Context: an optimization exercise on an open-source flow, tuned for small area, a short achievable clock period and few clock cycles per item. The choices shown serve that exercise and are no tape-out recipe.
At most, simulation tests tie the RTL to the original design; equivalence was not proved.

Design yuv_to_rgb_top, start of the top module:
module yuv_to_rgb_top (
	input logic Clock,
	input logic resetn,
	input logic in_valid,
	input csc_pkg::pixel_t in_y_even,
	input csc_pkg::pixel_t in_y_odd,
	input csc_pkg::pixel_t in_u,
	input csc_pkg::pixel_t in_v,
	output logic in_ready,
	output logic out_valid,
	output csc_pkg::word_t out_data,
	input logic out_credit
);
Size: about 2400 cells after synthesis, ~54 I/O pins, roughly 26000 sq um of cells after synthesis.
Settings: LEC_CHECK=0, CAP_MARGIN=20, CORE_MARGIN=2, CORE_UTILIZATION=65, CTS_BUF_LIST=sky130_fd_sc_hd__clkbuf_4 sky130_fd_sc_hd__clkbuf_8, SETUP_SLACK_MARGIN=5, SLEW_MARGIN=20; clock period 9.0 ns.
standard.sh (not shown) runs the stock make flow with config.mk's settings and CLKGATE_MAP_FILE= SYNTH_SCRIPT=/design/flow/synth_recipe.tcl, a recipe that flattens the netlist after the stock synthesis.
==> flow/flow/run.sh <==
#!/bin/bash
# Own flow: the standard synthesis, then inverters around full adders removed
# (flow/fixinv.py, checked for equivalence with Yosys), then the standard
# layout with timing repair aiming past the clock period.
set -euo pipefail
MARGIN=5.8
R=orfs/results/sky130hd/yuv_to_rgb_top/base
bash standard.sh synth > synth.log 2>&1
cp $R/1_2_yosys.v yosys_before_fixinv.v.log
python3 flow/fixinv.py $R/1_2_yosys.v fixinv_out.v > fixinv.log 2>&1
LIB=$FLOW_HOME/platforms/sky130hd/lib/sky130_fd_sc_hd__tt_025C_1v80.lib
cat > fixinv_equiv.ys <<EOS
read_liberty -ignore_miss_func $LIB
read_verilog yosys_before_fixinv.v.log
rename $FLOW_TOP gold
read_verilog fixinv_out.v
rename $FLOW_TOP gate
hierarchy -check
flatten
rename -hide gold/w:_*
rename -hide gate/w:_*
async2sync
equiv_make gold gate eq
hierarchy -top eq
equiv_simple
equiv_induct
equiv_status -assert
EOS
if yosys -q -s fixinv_equiv.ys > fixinv_equiv.log 2>&1; then
  cp fixinv_out.v $R/1_2_yosys.v
  echo "fixinv: equivalent, netlist replaced" >> fixinv.log
else
  echo "fixinv: not proven equivalent, netlist kept" >> fixinv.log
fi
bash standard.sh SETUP_SLACK_MARGIN=$MARGIN "BUFFER_PORTS_ARGS=-buffer_cell sky130_fd_sc_hd__buf_4" finish > finish.log 2>&1
Other scripts of this flow, unchanged in this note and not shown: flow/flow/fixinv.py
==> next run, changes <==
--- a/flow/flow/run.sh
+++ b/flow/flow/run.sh
@@ -4,5 +4,5 @@
 # layout with timing repair aiming past the clock period.
 set -euo pipefail
-MARGIN=5.8
+MARGIN=5.6
 R=orfs/results/sky130hd/yuv_to_rgb_top/base
 bash standard.sh synth > synth.log 2>&1
Settings changed: CORE_UTILIZATION 65 to 55, CTS_BUF_LIST sky130_fd_sc_hd__clkbuf_4 sky130_fd_sc_hd__clkbuf_8 to unset.
Effect:
- The new run passed the timing, DRC and antenna checks
- critical path depth came out higher by 1
- area after synthesis is unchanged
- via count came out lower by 4.0%
- worst setup slack got worse by 0.019 ns
- register-to-register slack gets worse by 0.02 ns
- global-route usage falls by 5.3 points
- wire length hardly moves
No functional check of the RTL was part of any run of this note.


yuv_to_rgb_top, a different RTL version from the one above (not shown whole).
For scale: roughly 54 I/O pins, roughly 0.027 mm2 of cells after synthesis.
clock: 9.0 ns
lec_check: 0
cap_margin: 20
core_margin: 2
core_utilization: 65
setup_slack_margin: 5
slew_margin: 20
==> flow/flow/run.sh <==
#!/bin/bash
# Own flow: the standard synthesis, then inverters around full adders removed
# (flow/fixinv.py, checked for equivalence with Yosys), then the standard
# layout with timing repair aiming past the clock period.
set -euo pipefail
MARGIN=5.8
R=orfs/results/sky130hd/yuv_to_rgb_top/base
bash standard.sh synth > synth.log 2>&1
cp $R/1_2_yosys.v yosys_before_fixinv.v.log
python3 flow/fixinv.py $R/1_2_yosys.v fixinv_out.v > fixinv.log 2>&1
LIB=$FLOW_HOME/platforms/sky130hd/lib/sky130_fd_sc_hd__tt_025C_1v80.lib
cat > fixinv_equiv.ys <<EOS
read_liberty -ignore_miss_func $LIB
read_verilog yosys_before_fixinv.v.log
rename $FLOW_TOP gold
read_verilog fixinv_out.v
rename $FLOW_TOP gate
hierarchy -check
flatten
rename -hide gold/w:_*
rename -hide gate/w:_*
async2sync
equiv_make gold gate eq
hierarchy -top eq
equiv_simple
equiv_induct
equiv_status -assert
EOS
if yosys -q -s fixinv_equiv.ys > fixinv_equiv.log 2>&1; then
  cp fixinv_out.v $R/1_2_yosys.v
  echo "fixinv: equivalent, netlist replaced" >> fixinv.log
else
  echo "fixinv: not proven equivalent, netlist kept" >> fixinv.log
fi
bash standard.sh SETUP_SLACK_MARGIN=$MARGIN "BUFFER_PORTS_ARGS=-buffer_cell sky130_fd_sc_hd__buf_4" finish > finish.log 2>&1
Other scripts of this flow, unchanged in this note and not shown: flow/flow/fixinv.py
Testbench counts at the start, summed over its fixed seeds: cycles 4,680, pairs 1,536.
==> next run, changes <==
CORE_UTILIZATION = 75   (was 65)
CTS_BUF_LIST = sky130_fd_sc_hd__clkbuf_4 sky130_fd_sc_hd__clkbuf_8   (was not set)
Worst hold slack gets better by 0.018 ns.
Via count went up by a little under a tenth.
Worst setup slack gains 0.016 ns.

==> port drivers added, routing unchanged <==
How much do the figures lean on ideal ports? The routed layouts below were timed once more, with nothing changed but the port constraints. Step 1 sets driving cells, clkbuf_16 on the clock port and buf_2 on the other inputs (assumed; they add their load-dependent delay and slew). Step 2 times the ports against the registers' clock, not the clock port: input delays grow and output delays shrink by t, the midpoint of the rising clock arrivals with the driver on. Three values: no drivers, after step 1, after step 2; two values: the first two.
| run | t, ns | slack for setup (ns) | latest minus earliest clock arrival (ns) | worst data-port slew with drivers (ns) | pins driven straight from the clock port |
|---|---|---|---|---|---|
| the first run of note 1 | 0.714 | 5.327 / 5.327 / 5.327 | 0.036 / 0.036 | 0.05 | 1 |
| the second run of note 1 | 0.631 | 5.308 / 5.308 / 5.308 | 0.030 / 0.030 | 0.04 | 1 |
| the first run of note 2 | 0.622 | 5.557 / 5.557 / 5.557 | 0.018 / 0.018 | 0.09 | 1 |
| the second run of note 2 | 0.744 | 5.572 / 5.572 / 5.425 | 0.048 / 0.048 | 0.07 | 1 |
After both steps setup and hold are still met in every run listed. For the second run of note 2, which loses most, drivers alone change the setup slack by 0.000 ns; drivers and shift together by -0.147 ns.
